From an optimization exercise on the open Yosys and OpenROAD flow, aimed at small area, a short achievable clock period and few clock cycles; shortcuts taken in it are not production practice.
No functional check of the RTL was part of any run shown here.
Power figures rest on the tool's default switching activity, not on a simulated workload.

===== flow/design.v =====
package rv_isa_pkg;
    localparam logic [6:0] OPC_OP_IMM = 7'b0010011;
    localparam logic [6:0] OPC_OP     = 7'b0110011;
    localparam logic [6:0] OPC_LUI    = 7'b0110111;
    localparam logic [6:0] OPC_AUIPC  = 7'b0010111;
    localparam logic [6:0] OPC_JAL    = 7'b1101111;
    localparam logic [6:0] OPC_JALR   = 7'b1100111;
    localparam logic [6:0] OPC_BRANCH = 7'b1100011;
    localparam logic [6:0] OPC_FENCE  = 7'b0001111;
endpackage
package idex_ctrl_pkg;
    localparam int XLEN = 32;
    typedef logic [XLEN-1:0] word_t;
    typedef logic [4:0]      reg_addr_t;
endpackage
module idex_decoder (
    input  idex_ctrl_pkg::word_t inst_i,
    output logic                 b_reg_o,      
    output logic                 sub_reg_o,    
    output logic                 sub_imm_o,    
    output logic                 en_sum_o,     
    output logic                 en_p_o,       
    output logic                 en_g_o,       
    output logic                 en_shr_o,     
    output logic                 en_shl_o,     
    output logic                 en_lt_o,      
    output logic                 en_ltu_o,     
    output logic                 en_lui_o,     
    output logic                 en_auipc_o,   
    output logic                 en_link_o,    
    output logic                 pn_sum_o,     
    output logic                 pn_imm_o,     
    output logic                 pn_br_o,      
    output logic                 pn_seq_o,     
    output logic                 we_o,
    output logic                 illegal_o
);
    logic [6:0] opc;
    logic [2:0] f3;
    logic       f7_ok;
    logic       op_imm, op, lui, auipc, jal, jalr, br, fence, alu;
    assign opc   = inst_i[6:0];
    assign f3    = inst_i[14:12];
    assign f7_ok = (inst_i[31] == 1'b0) && (inst_i[29:25] == 5'b00000);
    assign op_imm = (opc == rv_isa_pkg::OPC_OP_IMM);
    assign op     = (opc == rv_isa_pkg::OPC_OP) && f7_ok;
    assign lui    = (opc == rv_isa_pkg::OPC_LUI);
    assign auipc  = (opc == rv_isa_pkg::OPC_AUIPC);
    assign jal    = (opc == rv_isa_pkg::OPC_JAL);
    assign jalr   = (opc == rv_isa_pkg::OPC_JALR) && (f3 == 3'b000);
    assign br     = (opc == rv_isa_pkg::OPC_BRANCH) && (f3[2:1] != 2'b01);
    assign fence  = (opc == rv_isa_pkg::OPC_FENCE);
    assign alu    = op_imm | op;
    assign b_reg_o = opc[5] & ~opc[2];
    assign sub_reg_o = ~opc[4] | (~f3[2] & (f3[1] | inst_i[30]));
    assign sub_imm_o = ~f3[2] & f3[1];    
    assign en_sum_o   = alu & (f3 == 3'b000);
    assign en_shl_o   = alu & (f3 == 3'b001);
    assign en_lt_o    = alu & (f3 == 3'b010);
    assign en_ltu_o   = alu & (f3 == 3'b011);
    assign en_p_o     = alu & f3[2] & ~f3[0];           
    assign en_shr_o   = alu & (f3 == 3'b101);
    assign en_g_o     = alu & f3[2] & f3[1];            
    assign en_lui_o   = lui;
    assign en_auipc_o = auipc;
    assign en_link_o  = jal | jalr;
    assign pn_sum_o = jalr;
    assign pn_imm_o = jal;
    assign pn_br_o  = br;
    assign pn_seq_o = alu | lui | auipc | fence;
    assign we_o      = alu | lui | auipc | jal | jalr;
    assign illegal_o = ~(we_o | br | fence);
endmodule
module int_alu #(
    parameter int ALU_ARCH = 0
) (
    input  idex_ctrl_pkg::word_t a_i,
    input  idex_ctrl_pkg::word_t rs2_i,
    input  idex_ctrl_pkg::word_t imm_i,
    input  logic                 b_reg_i,    
    input  logic                 sub_reg_i,
    input  logic                 sub_imm_i,
    input  logic                 left_i,     
    input  logic                 arith_i,    
    output idex_ctrl_pkg::word_t sum_o,
    output idex_ctrl_pkg::word_t p_o,        
    output idex_ctrl_pkg::word_t g_o,        
    output idex_ctrl_pkg::word_t shr_o,
    output idex_ctrl_pkg::word_t shl_o,
    output logic                 eq_o,
    output logic                 lt_o,
    output logic                 ltu_o
);
    idex_ctrl_pkg::word_t bx;
    idex_ctrl_pkg::word_t a_rev;
    idex_ctrl_pkg::word_t sh_in;
    logic [4:0]           shamt;
    logic                 sub;
    logic                 cout;
    logic                 fill;
    logic [32:0]          sh_ext;
    logic rs2_pos, rs2_neg;
    assign rs2_pos = b_reg_i & ~sub_reg_i;
    assign rs2_neg = b_reg_i & sub_reg_i;
    assign bx  = ({32{rs2_pos}} & rs2_i) | ({32{rs2_neg}} & ~rs2_i)
               | ({32{~b_reg_i}} & (imm_i ^ {32{sub_imm_i}}));
    assign sub = b_reg_i ? sub_reg_i : sub_imm_i;
    assign p_o = a_i ^ bx;
    assign g_o = a_i & bx;
    pfx_add #(.W(32), .ARCH(ALU_ARCH)) u_add (
        .a_i    (a_i),
        .b_i    (bx),
        .cin_i  (sub),
        .sum_o  (sum_o),
        .cout_o (cout)
    );
    assign eq_o  = &p_o;
    assign ltu_o = ~cout;
    assign lt_o  = ~cout ^ a_i[31] ^ ~bx[31];
    always_comb begin
        for (int i = 0; i < 32; i++) begin
            a_rev[i] = a_i[31-i];
            shl_o[i] = shr_o[31-i];
        end
    end
    assign shamt  = b_reg_i ? rs2_i[4:0] : imm_i[4:0];
    assign sh_in  = left_i ? a_rev : a_i;
    assign fill   = arith_i & a_i[31];
    assign sh_ext = $signed({fill, sh_in}) >>> shamt;
    assign shr_o  = sh_ext[31:0];
endmodule
module pfx_add #(
    parameter int W    = 32,
    parameter int ARCH = 0
) (
    input  logic [W-1:0] a_i,
    input  logic [W-1:0] b_i,
    input  logic         cin_i,
    output logic [W-1:0] sum_o,
    output logic         cout_o
);
    localparam int L  = (W > 32) ? 6 : (W > 16) ? 5 : (W > 8) ? 4 : (W > 4) ? 3 : 2;
    localparam int NL = (ARCH == 0) ? L : (ARCH == 1) ? 2 * L - 1 : W - 1;
    logic [W-1:0] p;
    logic [W-1:0] gl [0:NL];
    logic [W-1:0] pl [0:NL];
    assign p     = a_i ^ b_i;
    assign gl[0] = (a_i & b_i) | {{(W-1){1'b0}}, p[0] & cin_i};
    assign pl[0] = p;
    for (genvar l = 0; l < NL; l++) begin : g_lvl
        for (genvar i = 0; i < W; i++) begin : g_bit
            localparam int UP = (l < L) ? l : 2 * L - 2 - l;
            localparam int D  =
                (ARCH == 0) ? ((((i >> l) % 2) == 1) ? i - (((i >> l) << l) - 1) : 0) :
                (ARCH == 1) ? ((l < L) ? ((((i + 1) % (2 << l)) == 0) ? (1 << l) : 0)
                                       : ((i >= 3 * (1 << UP) - 1) && (((i + 1 - 3 * (1 << UP)) % (2 << UP)) == 0)
                                          ? (1 << UP) : 0)) :
                ((i == l + 1) ? 1 : 0);
            if (D == 0) begin : g_pass
                assign gl[l+1][i] = gl[l][i];
                assign pl[l+1][i] = pl[l][i];
            end else begin : g_op
                assign gl[l+1][i] = gl[l][i] | (pl[l][i] & gl[l][i-D]);
                assign pl[l+1][i] = pl[l][i] & pl[l][i-D];
            end
        end
    end
    assign sum_o  = p ^ {gl[NL][W-2:0], cin_i};
    assign cout_o = gl[NL][W-1];
endmodule
module branch_unit #(
    parameter int PC_ARCH  = 1,
    parameter int INC_ARCH = 1
) (
    input  idex_ctrl_pkg::word_t inst_i,
    input  idex_ctrl_pkg::word_t pc_i,
    input  logic                 eq_i,
    input  logic                 lt_i,
    input  logic                 ltu_i,
    output idex_ctrl_pkg::word_t pc4_o,
    output idex_ctrl_pkg::word_t pc_imm_o,
    output logic                 cond_o      
);
    idex_ctrl_pkg::word_t imm_b;
    idex_ctrl_pkg::word_t imm_u;
    idex_ctrl_pkg::word_t imm_j;
    idex_ctrl_pkg::word_t imm;
    logic [2:0]           f3;
    assign f3 = inst_i[14:12];
    assign imm_b = {{19{inst_i[31]}}, inst_i[31], inst_i[7], inst_i[30:25], inst_i[11:8], 1'b0};
    assign imm_u = {inst_i[31:12], 12'h000};
    assign imm_j = {{11{inst_i[31]}}, inst_i[31], inst_i[19:12], inst_i[20], inst_i[30:21], 1'b0};
    assign imm = inst_i[3] ? imm_j : (inst_i[4] ? imm_u : imm_b);
    logic unused_c1, unused_c2;
    pfx_add #(.W(31), .ARCH(PC_ARCH)) u_pc_add (
        .a_i    (pc_i[31:1]),
        .b_i    (imm[31:1]),
        .cin_i  (1'b0),
        .sum_o  (pc_imm_o[31:1]),
        .cout_o (unused_c1)
    );
    assign pc_imm_o[0] = pc_i[0];
    pfx_add #(.W(30), .ARCH(INC_ARCH)) u_pc_inc (
        .a_i    (pc_i[31:2]),
        .b_i    (30'd0),
        .cin_i  (1'b1),
        .sum_o  (pc4_o[31:2]),
        .cout_o (unused_c2)
    );
    assign pc4_o[1:0] = pc_i[1:0];
    assign cond_o = (f3[2] ? (f3[1] ? ltu_i : lt_i) : eq_i) ^ f3[0];
endmodule
module retire_ctrl (
    input  logic                 rst_n_i,
    input  logic                 req_i,
    input  idex_ctrl_pkg::word_t inst_i,
    input  logic                 en_sum_i,
    input  logic                 en_p_i,
    input  logic                 en_g_i,
    input  logic                 en_shr_i,
    input  logic                 en_shl_i,
    input  logic                 en_lt_i,
    input  logic                 en_ltu_i,
    input  logic                 en_lui_i,
    input  logic                 en_auipc_i,
    input  logic                 en_link_i,
    input  logic                 pn_sum_i,
    input  logic                 pn_imm_i,
    input  logic                 pn_br_i,
    input  logic                 pn_seq_i,
    input  logic                 cond_i,
    input  logic                 we_i,
    input  logic                 illegal_i,
    input  idex_ctrl_pkg::word_t sum_i,
    input  idex_ctrl_pkg::word_t p_i,
    input  idex_ctrl_pkg::word_t g_i,
    input  idex_ctrl_pkg::word_t shr_i,
    input  idex_ctrl_pkg::word_t shl_i,
    input  logic                 lt_i,
    input  logic                 ltu_i,
    input  idex_ctrl_pkg::word_t pc4_i,
    input  idex_ctrl_pkg::word_t pc_imm_i,
    output logic                 ack_o,
    output logic                 rd_we_o,
    output idex_ctrl_pkg::reg_addr_t rd_addr_o,
    output idex_ctrl_pkg::word_t rd_data_o,
    output idex_ctrl_pkg::word_t pc_next_o,
    output logic                 inst_err_o
);
    logic to_imm;
    logic to_seq;
    assign ack_o      = req_i & rst_n_i;
    assign rd_we_o    = we_i;
    assign rd_addr_o  = inst_i[11:7] & {5{we_i}};
    assign inst_err_o = illegal_i;
    assign rd_data_o = ({32{en_sum_i}}   & sum_i)
                     | ({32{en_p_i}}     & p_i)
                     | ({32{en_g_i}}     & g_i)
                     | ({32{en_shr_i}}   & shr_i)
                     | ({32{en_shl_i}}   & shl_i)
                     | {31'd0, (en_lt_i & lt_i) | (en_ltu_i & ltu_i)}
                     | ({32{en_lui_i}}   & {inst_i[31:12], 12'h000})
                     | ({32{en_auipc_i}} & pc_imm_i)
                     | ({32{en_link_i}}  & pc4_i);
    assign to_imm = pn_imm_i | (pn_br_i & cond_i);
    assign to_seq = pn_seq_i | (pn_br_i & ~cond_i);
    assign pc_next_o = ({32{pn_sum_i}} & sum_i)
                     | ({32{to_imm}}   & pc_imm_i)
                     | ({32{to_seq}}   & pc4_i);
endmodule
module idex_unit (
    input  logic                     clk_i,
    input  logic                     rst_n_i,
    input  logic                     req_i,
    input  idex_ctrl_pkg::word_t     inst_i,
    input  idex_ctrl_pkg::word_t     pc_i,
    input  idex_ctrl_pkg::word_t     rs1_data_i,
    input  idex_ctrl_pkg::word_t     rs2_data_i,
    output idex_ctrl_pkg::reg_addr_t rs1_addr_o,
    output idex_ctrl_pkg::reg_addr_t rs2_addr_o,
    output logic                     ack_o,
    output logic                     rd_we_o,
    output idex_ctrl_pkg::reg_addr_t rd_addr_o,
    output idex_ctrl_pkg::word_t     rd_data_o,
    output idex_ctrl_pkg::word_t     pc_next_o,
    output logic                     inst_err_o
);
    logic b_reg, sub_reg, sub_imm;
    logic en_sum, en_p, en_g, en_shr, en_shl, en_lt, en_ltu, en_lui, en_auipc, en_link;
    logic pn_sum, pn_imm, pn_br, pn_seq, we, illegal;
    logic eq, lt, ltu, cond;
    idex_ctrl_pkg::word_t imm_i;
    idex_ctrl_pkg::word_t sum, p, g, shr, shl;
    idex_ctrl_pkg::word_t pc4;
    idex_ctrl_pkg::word_t pc_imm;
    assign rs1_addr_o = inst_i[19:15];
    assign rs2_addr_o = inst_i[24:20];
    idex_decoder u_decoder (
        .inst_i     (inst_i),
        .b_reg_o    (b_reg),
        .sub_reg_o  (sub_reg),
        .sub_imm_o  (sub_imm),
        .en_sum_o   (en_sum),
        .en_p_o     (en_p),
        .en_g_o     (en_g),
        .en_shr_o   (en_shr),
        .en_shl_o   (en_shl),
        .en_lt_o    (en_lt),
        .en_ltu_o   (en_ltu),
        .en_lui_o   (en_lui),
        .en_auipc_o (en_auipc),
        .en_link_o  (en_link),
        .pn_sum_o   (pn_sum),
        .pn_imm_o   (pn_imm),
        .pn_br_o    (pn_br),
        .pn_seq_o   (pn_seq),
        .we_o       (we),
        .illegal_o  (illegal)
    );
    assign imm_i = {{20{inst_i[31]}}, inst_i[31:20]};
    int_alu u_alu (
        .a_i       (rs1_data_i),
        .rs2_i     (rs2_data_i),
        .imm_i     (imm_i),
        .b_reg_i   (b_reg),
        .sub_reg_i (sub_reg),
        .sub_imm_i (sub_imm),
        .left_i    (~inst_i[14]),
        .arith_i   (inst_i[14] & inst_i[30]),
        .sum_o     (sum),
        .p_o       (p),
        .g_o       (g),
        .shr_o     (shr),
        .shl_o     (shl),
        .eq_o      (eq),
        .lt_o      (lt),
        .ltu_o     (ltu)
    );
    branch_unit u_bru (
        .inst_i   (inst_i),
        .pc_i     (pc_i),
        .eq_i     (eq),
        .lt_i     (lt),
        .ltu_i    (ltu),
        .pc4_o    (pc4),
        .pc_imm_o (pc_imm),
        .cond_o   (cond)
    );
    retire_ctrl u_retire (
        .rst_n_i    (rst_n_i),
        .req_i      (req_i),
        .inst_i     (inst_i),
        .en_sum_i   (en_sum),
        .en_p_i     (en_p),
        .en_g_i     (en_g),
        .en_shr_i   (en_shr),
        .en_shl_i   (en_shl),
        .en_lt_i    (en_lt),
        .en_ltu_i   (en_ltu),
        .en_lui_i   (en_lui),
        .en_auipc_i (en_auipc),
        .en_link_i  (en_link),
        .pn_sum_i   (pn_sum),
        .pn_imm_i   (pn_imm),
        .pn_br_i    (pn_br),
        .pn_seq_i   (pn_seq),
        .cond_i     (cond),
        .we_i       (we),
        .illegal_i  (illegal),
        .sum_i      (sum),
        .p_i        (p),
        .g_i        (g),
        .shr_i      (shr),
        .shl_i      (shl),
        .lt_i       (lt),
        .ltu_i      (ltu),
        .pc4_i      (pc4),
        .pc_imm_i   (pc_imm),
        .ack_o      (ack_o),
        .rd_we_o    (rd_we_o),
        .rd_addr_o  (rd_addr_o),
        .rd_data_o  (rd_data_o),
        .pc_next_o  (pc_next_o),
        .inst_err_o (inst_err_o)
    );
endmodule

===== flow/constraint.sdc =====
create_clock -name core_clock -period 6.5 [get_ports {clk_i}]
set_input_delay 1.3000 -clock core_clock [delete_from_list [all_inputs] [get_ports {clk_i}]]
set_output_delay 1.3000 -clock core_clock [all_outputs]
set_load 0.01 [all_outputs]

===== flow/config.mk =====
export PLATFORM = sky130hd
export DESIGN_NAME = idex_unit
export DESIGN_NICKNAME = idex_unit
export VERILOG_FILES = /design/flow/design.v
export SDC_FILE = /design/flow/constraint.sdc
export NUM_CORES = 4
export LEC_CHECK = 0
export ABC_AREA = 1
export CAP_MARGIN = 20
export CORE_MARGIN = 2
export CORE_UTILIZATION = 30
export SETUP_SLACK_MARGIN = 0.9
export SLEW_MARGIN = 20

===== flow/flow/run.sh =====
#!/bin/bash
# Own layout flow: the standard ORFS flow (standard.sh) with two changes:
#  - synthesis leaves adders to ABC (ADDER_MAP_FILE empty: no full/half
#    adder cells are extracted before technology mapping);
#  - the port buffers are plain buf_1 cells instead of the delay cells that
#    buffer_ports picks by default. Each port still gets its own buffer.
set -euo pipefail
bash standard.sh "ADDER_MAP_FILE=" \
    "BUFFER_PORTS_ARGS=-buffer_cell sky130_fd_sc_hd__buf_1" finish > orfs_make.log 2>&1

===== flow/standard.sh =====
#!/bin/bash
# synth_recipe.tcl (not shown) runs the flow's synth.tcl, then flattens the netlist and writes it again
# the make line also repeats each setting of config.mk as NAME=value (left out here)
make -C /OpenROAD-flow-scripts/flow DESIGN_CONFIG=/design/flow/config.mk WORK_HOME=/design/flow/orfs CLKGATE_MAP_FILE= SYNTH_SCRIPT=/design/flow/synth_recipe.tcl "${@:-finish}"

==> results of run 1 <==
[Yosys cell counts (9+ instances only)]
library cell,instances
a211oi_1,9
a21oi_1,80
a31oi_1,11
buf_4,17
buf_6,11
clkbuf_1,51
inv_1,262
inv_2,11
nand2_1,611
nand2_2,16
nand3_1,124
nand4_1,24
nor2_1,146
nor3_1,21
o2111ai_1,17
o211ai_1,33
o21ai_0,176
o221ai_1,12
o22ai_1,22
or2_2,19
xnor2_1,11
xor2_1,50
[timing repair]
| item | in CTS | in global routing |
|---|---|---|
| setup buffers | 44 | 24 |
| endpoints found under the hold margin | 0 | 0 |
| pin swaps | 24 | 49 |
| resized for setup | 107 | 225 |
| setup endpoints to repair | 64 | 63 |
| cloned | 7 | 4 |
[logic make-up (layout without fill, tap and decap cells)]
logic type,after synthesis,count (layout)
AND/OR/NAND/NOR,994,995
AO/OA/AOI/OAI,401,401
buffers and inverters,366,630
XOR/XNOR,65,65
multiplexers,4,4
other,0,1
[worst max-delay path by stage]
stage / from / endpoint / slack (ns) / cells after the start
detailed placement: inst_i[13] / pc_next_o[26] / 0.19 / 28
global route: inst_i[30] / pc_next_o[18] / 0.59 / 28
global placement: inst_i[5] / pc_next_o[22] / 0.26 / 28
floorplan: inst_i[13] / pc_next_o[10] / 1.47 / 28
CTS: inst_i[5] / rd_data_o[31] / 0.84 / 17
finish: inst_i[30] / pc_next_o[16] / 0.74 / 28
[cell type report]
class	instances	share of cell area, %
multi-input cells	1465	67.3
inverters	279	9.28
repair inverters	4	0.307
diodes	1	0.0211
well taps	384	4.06
repair buffers	347	19.0
[layer usage]
| metal | vias up | share of wire [%] |
|---|---|---|
| met5 | - | 0 |
| met4 | 0 | 7.8 |
| met3 | 232 | 11 |
| met2 | 936 | 42 |
| met1 | 6284 | 39 |
| li1 | 6499 | - |
[metrics by stage]
| step | setup WS [ns] | hold WS, ns | total power [mW] | utilization [%] |
|---|---|---|---|---|
| 2_1_floorplan | 1.47 | 2.69 | 0.595 | - |
| 3_3_place_gp | 0.256 | 2.80 | 0.926 | 35.0 |
| 3_5_place_dp | 0.190 | 2.81 | 0.922 | 35.1 |
| 4_1_cts | 0.842 | 2.81 | 1.00 | 37.8 |
| 5_1_grt | 0.588 | 2.82 | 1.20 | 41.1 |
| 6_report | 0.744 | 2.81 | 1.12 | 41.1 |
[power groups by stage]
stage          combinational, mW  sequential (mW)     clock (mW)
3_3_place_gp               0.926                0              0
2_1_floorplan              0.595                0              0
3_5_place_dp               0.922                0              0
6_report                    1.12                0  0.00000000974
5_1_grt                     1.20                0              0
4_1_cts                     1.00                0              0
==> out/qor.txt, run 1 <==
RD Place Congestion: 1.15
average cell area after synthesis: 4.79 sq um
max-cap violations: 0
worst-margin pin slew: 1.12 ns
port bufs: 212
dpl cell area: 10100 sq um
slowest CP cell: o211ai_1
Starting Density: 30.5%
commonest non-fill, non-tap cell in the layout: nand2_1
Antenna Nets Post-Route: 0
antenna violations before repair: 2
Die Area: 30600 sq um
HPWL Detailed: 41400 microns
Final Critical Period: 5.76 ns
Site Rows: 62
first-pass GRT wire length: 73500 microns
adder-cell share of the synthesized area: 0%
global route hottest layer: met2
Gate Count Post-Synth: 1830
status: timing/DRC/antenna clean
HP Class: primary input to output port
routed len/inst: 21.0 microns
crit share post-route: 88.5%
compound-gate portion of the synthesized area: 27.3%
Slew Viols, Final: 0
vias in the first global route: 12565
switching part of the total: 67.6%
sequential share of power: 0%
crit path DAT: 4.46 ns
CP required: 5.20 ns
clock group share of total power: 0%
Worst Setup End Kind: output port
final hold violations: 0
die width: 175 microns
Synth top area share: 26.1%
Worst path max stage delay: 0.31 ns
GRT Total Usage: 31.6%
post-route cell area: 11800 sq um
total wire length: 52100 microns
Post-Syn Nets: 1961
met2 Use GR: 49.1%
worst hold start: inst_i[20]
cell area after synthesis: 8770 sq um
Synth area leaders: nand2_1, inv_1, o21ai_0
RSZ-0062 raised after global routing: yes
main combinational cell family by area after synthesis: simple AND/OR/NAND/NOR gates
Die H: 175 microns
routing usage on met3: 4.98%
Startpoint Class: primary input
overflow left after global routing: 0
mux share of post-synthesis cell area: 0.456%
Multi-input gate area: 7970 sq um
number of sequential cells: 0
clkbuf count: 0
synth unique cells: 57
power per cell area: 95.0 nW/um^2
family with the most delay on the worst path: simple AND/OR/NAND/NOR gates
total of warnings raised by yosys: 10
crit path max fanout: 7
Cells after DPL: 2400
Worst Path Buf+Inv: 7
Worst slew margin: 24.7%
Synth Area in Simple Gates: 47.9%
combinational power share: 100.0%
Worst VDD drop: 0.0319 mV
I/O pins: 213
post-synth top area cell: nand2_1
non-filler instance count after layout: 2480
Crit Path Class: primary input to output port
Sw Pwr: 760 uW
# hold bufs at CTS: 0
xor and xnor area share after synthesis: 6.83%
most frequent cells in the layout: nand2_1, inv_1, buf_1
post-route setup TNS: 0 ns
Reg area: 0 sq um
vias: 13951
DR vias/cell: 5.63
Int Power: 364 uW
hold depth: 2
largest net degree at the start of global routing: 63
Seq/Total Area, Yosys: 0%
Hold EP: rs2_addr_o[0]
Core ar.: 28800 sq um
Lkg Pwr: 5.84 nW
max frequency: 174 MHz
# fillers: 3271
Detailed Routing Iterations Pass 1: 7
share of cells above drive strength 1: 20.1%
Syn-to-layout area delta: 35.0%
met1 GRT Util: 41.1%
# DRC: 0
setup violators final: 0
Most common cell on crit path: nand2_2
drt initial violations: 1673
Nets: 2228
==> run 2, diff against run 1 <==
--- a/flow/design.v
+++ b/flow/design.v
@@ -82,6 +82,7 @@
     input  logic                 sub_imm_i,
     input  logic                 left_i,     
     input  logic                 arith_i,    
+    input  logic                 sh_reg_i,   
     output idex_ctrl_pkg::word_t sum_o,
     output idex_ctrl_pkg::word_t p_o,        
     output idex_ctrl_pkg::word_t g_o,        
@@ -123,7 +124,7 @@
             shl_o[i] = shr_o[31-i];
         end
     end
-    assign shamt  = b_reg_i ? rs2_i[4:0] : imm_i[4:0];
+    assign shamt  = sh_reg_i ? rs2_i[4:0] : imm_i[4:0];
     assign sh_in  = left_i ? a_rev : a_i;
     assign fill   = arith_i & a_i[31];
     assign sh_ext = $signed({fill, sh_in}) >>> shamt;
@@ -327,6 +328,7 @@
         .sub_imm_i (sub_imm),
         .left_i    (~inst_i[14]),
         .arith_i   (inst_i[14] & inst_i[30]),
+        .sh_reg_i  (inst_i[5]),      
         .sum_o     (sum),
         .p_o       (p),
         .g_o       (g),
--- a/flow/config.mk
+++ b/flow/config.mk
@@ -9,5 +9,4 @@
 export CAP_MARGIN = 20
 export CORE_MARGIN = 2
 export CORE_UTILIZATION = 30
-export SETUP_SLACK_MARGIN = 0.9
 export SLEW_MARGIN = 20
==> out/qor.txt, run 2 <==
average cell area after synthesis: 4.71 sq um
setup violators final: 0
RD Place Congestion: 1.13
Seq/Total Area, Yosys: 0%
GRT Total Usage: 28.1%
Starting Density: 30.4%
Synth area leaders: nand2_1, inv_1, o21ai_0
DR vias/cell: 5.43
max frequency: 160 MHz
worst hold start: inst_i[24]
synth unique cells: 50
commonest non-fill, non-tap cell in the layout: nand2_1
largest net degree at the start of global routing: 65
status: timing/DRC/antenna clean
# fillers: 3421
final core utilization: 34.7%
Crit Path Class: primary input to output port
first-pass GRT wire length: 67200 microns
# DRC: 0
die width: 174 microns
Multi-input gate area: 7230 sq um
share of cells above drive strength 1: 5.26%
Antenna Nets Post-Route: 0
Lkg Pwr: 4.87 nW
Final Critical Period: 6.25 ns
Nets: 2150
Cells after DPL: 2401
Syn-to-layout area delta: 13.9%
Worst Setup End Kind: output port
overflow left after global routing: 0
Detailed Routing Iterations Pass 1: 9
Die Area: 30400 sq um
non-filler instance count after layout: 2401
total of warnings raised by yosys: 10
HPWL Detailed: 37900 microns
cell area after synthesis: 8710 sq um
Startpoint Class: primary input
power per cell area: 90.6 nW/um^2
RSZ-0062 raised after global routing: no
routed len/inst: 18.7 microns
most frequent cell after synthesis: nand2_1
total wire length: 45000 microns
crit path DAT: 4.95 ns
Worst VDD drop: 0.0439 mV
# hold bufs at CTS: 0
crit path max fanout: 32
I/O pins: 213
port bufs: 212
worst-margin pin slew: 0.857 ns
Site Rows: 62
crit share post-route: 96.2%
post-route setup TNS: 0 ns
Die H: 174 microns
vias: 13029
Post-CTS Repair Setup Buffers: 0
clkbuf count: 0
diodes inserted: 0
vias in the first global route: 11709
final hold violations: 0
Crit. Startpoint: inst_i[14]
number of sequential cells: 0
PnR Total Power: 900 uW
Gate Count Post-Synth: 1850
antenna violations before repair: 0
Synth top area share: 27.5%
CP required: 5.20 ns
drt initial violations: 1536
most frequent cells in the layout: nand2_1, inv_1, buf_1
Worst slew margin: 42.8%
post-synth top area cell: nand2_1
max-cap violations: 0
Synth top cells by count: nand2_1, inv_1, o21ai_0
Reg area: 0 sq um
HP Class: primary input to output port
Slew Viols, Final: 0
Post-Syn Nets: 1981
Core ar.: 28600 sq um
hold slack: 2.84 ns
run 2: changes by cell type after synthesis, sizes merged, moves of 6 or more:
cell    change
nand2      +21
a21oi      +12
o21ai      +12
nor2       -10
o211ai     +10
inv         +6
run 2: stage by stage:
stage	setup WS (ns)	cell area, sq um
floorplan	1.56	8710
global placement	0.315	9920
detailed placement	0.282	9920
CTS	0.250	9920
global route	0.00622	9930
finish	0.247	9930
run 2: per-layer routing:
metal	part of all wire (%)	track usage, %	vias to the layer above
li1	-	-	6330
met1	44	38.9	5855
met2	43	45.5	730
met3	9.4	3.35	114
met4	3.6	8.51	0
met5	0	0	-
run 2: worst max-delay path, stage by stage:
cell	delay, ns
clkbuf_2	0.09
inv_2	0.22
nand2_2	0.11
inv_2	0.15
nand2_1	0.09
nand3_2	0.30
buf_12	0.20
o211ai_1	0.11
nand2_1	0.15
nand2_1	0.14
nor2_1	0.17
nand3_1	0.13
nor2_1	0.28
buf_4	0.17
nand4_1	0.10
o21ai_1	0.29
nand2_1	0.12
nand2_1	0.07
nand3_1	0.09
nand2_2	0.11
buf_12	0.20
nand2_1	0.07
nand3_1	0.11
buf_1	0.15
run 2: worst paths after layout:
kind	to	slack, ns	cells after the start
max	pc_next_o[20]	0.25	24
min	rs2_addr_o[4]	2.84	2
run 2: kinds of logic after synthesis:
family,Yosys count,share of synthesized area [%]
AO/OA/AOI/OAI,416,28.1
XOR/XNOR,62,6.49
buffers and inverters,371,17.2
multiplexers,4,0.460
AND/OR/NAND/NOR,997,47.7
run 2: cell type report:
type	instances	area share, %
Multi-Input combinational cell	1479	72.8
Timing Repair Buffer	253	11.5
Inverter	285	10.8
Tap cell	384	4.84
run 2: where the power goes:
| group | internal (mW) | switching [mW] |
|---|---|---|
| clock network | 0 | 0 |
| registers | 0 | 0 |
| logic | 0.254 | 0.645 |
run 2: what timing repair did:
action,4_1_cts,5_1_grt
gates resized for setup,0,2
endpoints found under the setup margin,0,18
endpoints found under the hold margin,0,0
==> run 3, diff against run 2 <==
--- a/flow/config.mk
+++ b/flow/config.mk
@@ -8,5 +8,5 @@
 export ABC_AREA = 1
 export CAP_MARGIN = 20
 export CORE_MARGIN = 2
-export CORE_UTILIZATION = 30
+export CORE_UTILIZATION = 40
 export SLEW_MARGIN = 20
==> out/qor.txt, run 3 <==
total wire length: 45400 microns
crit share post-route: 93.8%
GRT Total Usage: 38.3%
routed len/inst: 19.7 microns
average cell area after synthesis: 4.71 sq um
Gate Count Post-Synth: 1850
setup violators final: 0
Site Rows: 53
hold depth: 2
Seq/Total Area, Yosys: 0%
Most common cell on crit path: nand2_1
synth unique cells: 50
share of cells above drive strength 1: 5.58%
# fillers: 2572
post-route setup TNS: 0 ns
first-pass GRT wire length: 66000 microns
final hold violations: 0
antenna violations before repair: 1
final core utilization: 46.4%
Lkg Pwr: 4.91 nW
crit path DAT: 4.80 ns
vias: 12950
non-filler instance count after layout: 2301
Nets: 2158
Int Power: 257 uW
Worst path max stage delay: 0.28 ns
Worst slew margin: 42.6%
clock group share of total power: 0%
CP required: 5.20 ns
# DRC: 0
Synth top cells by count: nand2_1, inv_1, o21ai_0
Antenna Nets Post-Route: 0
most frequent cells in the layout: nand2_1, inv_1, buf_1
drt initial violations: 1215
Post-CTS Repair Setup Buffers: 0
commonest non-fill, non-tap cell in the layout: nand2_1
hold slack: 2.82 ns
post-synth top area cell: nand2_1
clkbuf count: 0
Synth area leaders: nand2_1, inv_1, o21ai_0
Sw Pwr: 658 uW
most frequent cell after synthesis: nand2_1
Die H: 152 microns
Worst Setup End Kind: output port
port bufs: 212
Post-Syn Nets: 1981
number of sequential cells: 0
Core ar.: 21200 sq um
vias in the first global route: 11168
max-cap violations: 0
Starting Density: 41.1%
Die Area: 23000 sq um
max frequency: 164 MHz
CP cell instances: clkbuf_2, o21ai_2, nand2_1, nand2_2, buf_12, or2_1, nand3_1, nand2_1, nand2_1, nor2_2, nand3_1, nor2_1, nand2_1, nor2_1, nand2_1, o21ai_1, nand2_1, nand2_1, nand3_1, nand2_2, buf_4, nand2_1, nand3_1, buf_1
HP Class: primary input to output port
status: timing/DRC/antenna clean
sequential share of power: 0%
Cells after DPL: 2300
worst-margin pin slew: 0.861 ns
RSZ-0062 raised after global routing: no
overflow left after global routing: 0
Detailed Routing Iterations Pass 1: 6
Final Critical Period: 6.10 ns
Crit Path Class: primary input to output port
post-route cell area: 9860 sq um
RD Place Congestion: 1.05
Syn-to-layout area delta: 13.1%
Worst VDD drop: 0.0504 mV
dpl cell area: 9850 sq um
HPWL Detailed: 38400 microns
combinational power share: 100.0%
I/O pins: 213
cell area after synthesis: 8710 sq um
largest net degree at the start of global routing: 65
switching part of the total: 71.9%
slowest CP cell: o21ai_1
Slew Viols, Final: 0
die width: 152 microns
Startpoint Class: primary input
Synth top area share: 27.5%
worst hold start: inst_i[24]
crit path max fanout: 22
Reg area: 0 sq um
DR vias/cell: 5.63
Hold EP: rs2_addr_o[4]
total of warnings raised by yosys: 10
power per cell area: 92.8 nW/um^2
[run 3: cell counts after synthesis]
Identical to the previous run, type by type.
[run 3: how the worst max path moves through the flow]
stage,startpoint,end,slack (ns)
3_5_place_dp,inst_i[4],rd_data_o[30],0.33
6_report,inst_i[13],pc_next_o[6],0.40
4_1_cts,inst_i[4],rd_data_o[30],0.33
3_3_place_gp,inst_i[4],rd_data_o[30],0.34
5_1_grt,inst_i[4],rd_data_o[30],0.06
2_1_floorplan,inst_i[14],pc_next_o[29],1.56
[run 3: worst max-delay path, delay by kind of cell]
family | cells | cell delay, ns
compound gates | 2 | 0.52
buf+inv | 4 | 0.73
simple gates | 18 | 2.21
[run 3: cells by family after synthesis]
family	after synthesis	share of synthesized area, %
XOR/XNOR	62	6.49
AO/OA/AOI/OAI	416	28.1
AND/OR/NAND/NOR	997	47.7
buffers and inverters	371	17.2
multiplexers	4	0.460
[run 3: power by group through the flow]
| stage | logic (mW) | clock network (mW) | registers (mW) |
|---|---|---|---|
| 6_report | 0.915 | 0.0000000104 | 0 |
| 3_3_place_gp | 0.882 | 0 | 0 |
| 5_1_grt | 1.00 | 0 | 0 |
| 2_1_floorplan | 0.586 | 0 | 0 |
| 4_1_cts | 0.887 | 0 | 0 |
| 3_5_place_dp | 0.883 | 0 | 0 |
[run 3: final cells by class]
class              count  area, sq um  area share (%)
repair buffers       261         1220            12.3
well taps            275          344            3.49
inverters            285         1070            10.9
multi-input cells   1479         7220            73.3
diodes                 1         2.50          0.0254
[run 3: stage by stage]
step	setup WS, ns	power (mW)
2_1_floorplan	1.56	0.586
3_3_place_gp	0.342	0.882
3_5_place_dp	0.334	0.883
4_1_cts	0.333	0.887
5_1_grt	0.0611	1.00
6_report	0.404	0.915
[run 3: repair_timing]
action	CTS	global route
setup endpoints to repair	0	16
hold buffers	0	0
gates resized for setup	0	2
[run 3: per-layer routing]
layer / wire length [microns] / share of wire, % / GRT usage [%] / vias up
met5: 0 / 0 / 0 / -
met2: 19200 / 42 / 59.5 / 709
met3: 4930 / 11 / 6.20 / 94
li1: - / - / - / 6355
met4: 1890 / 4.2 / 13.1 / 0
met1: 19400 / 43 / 53.4 / 5792
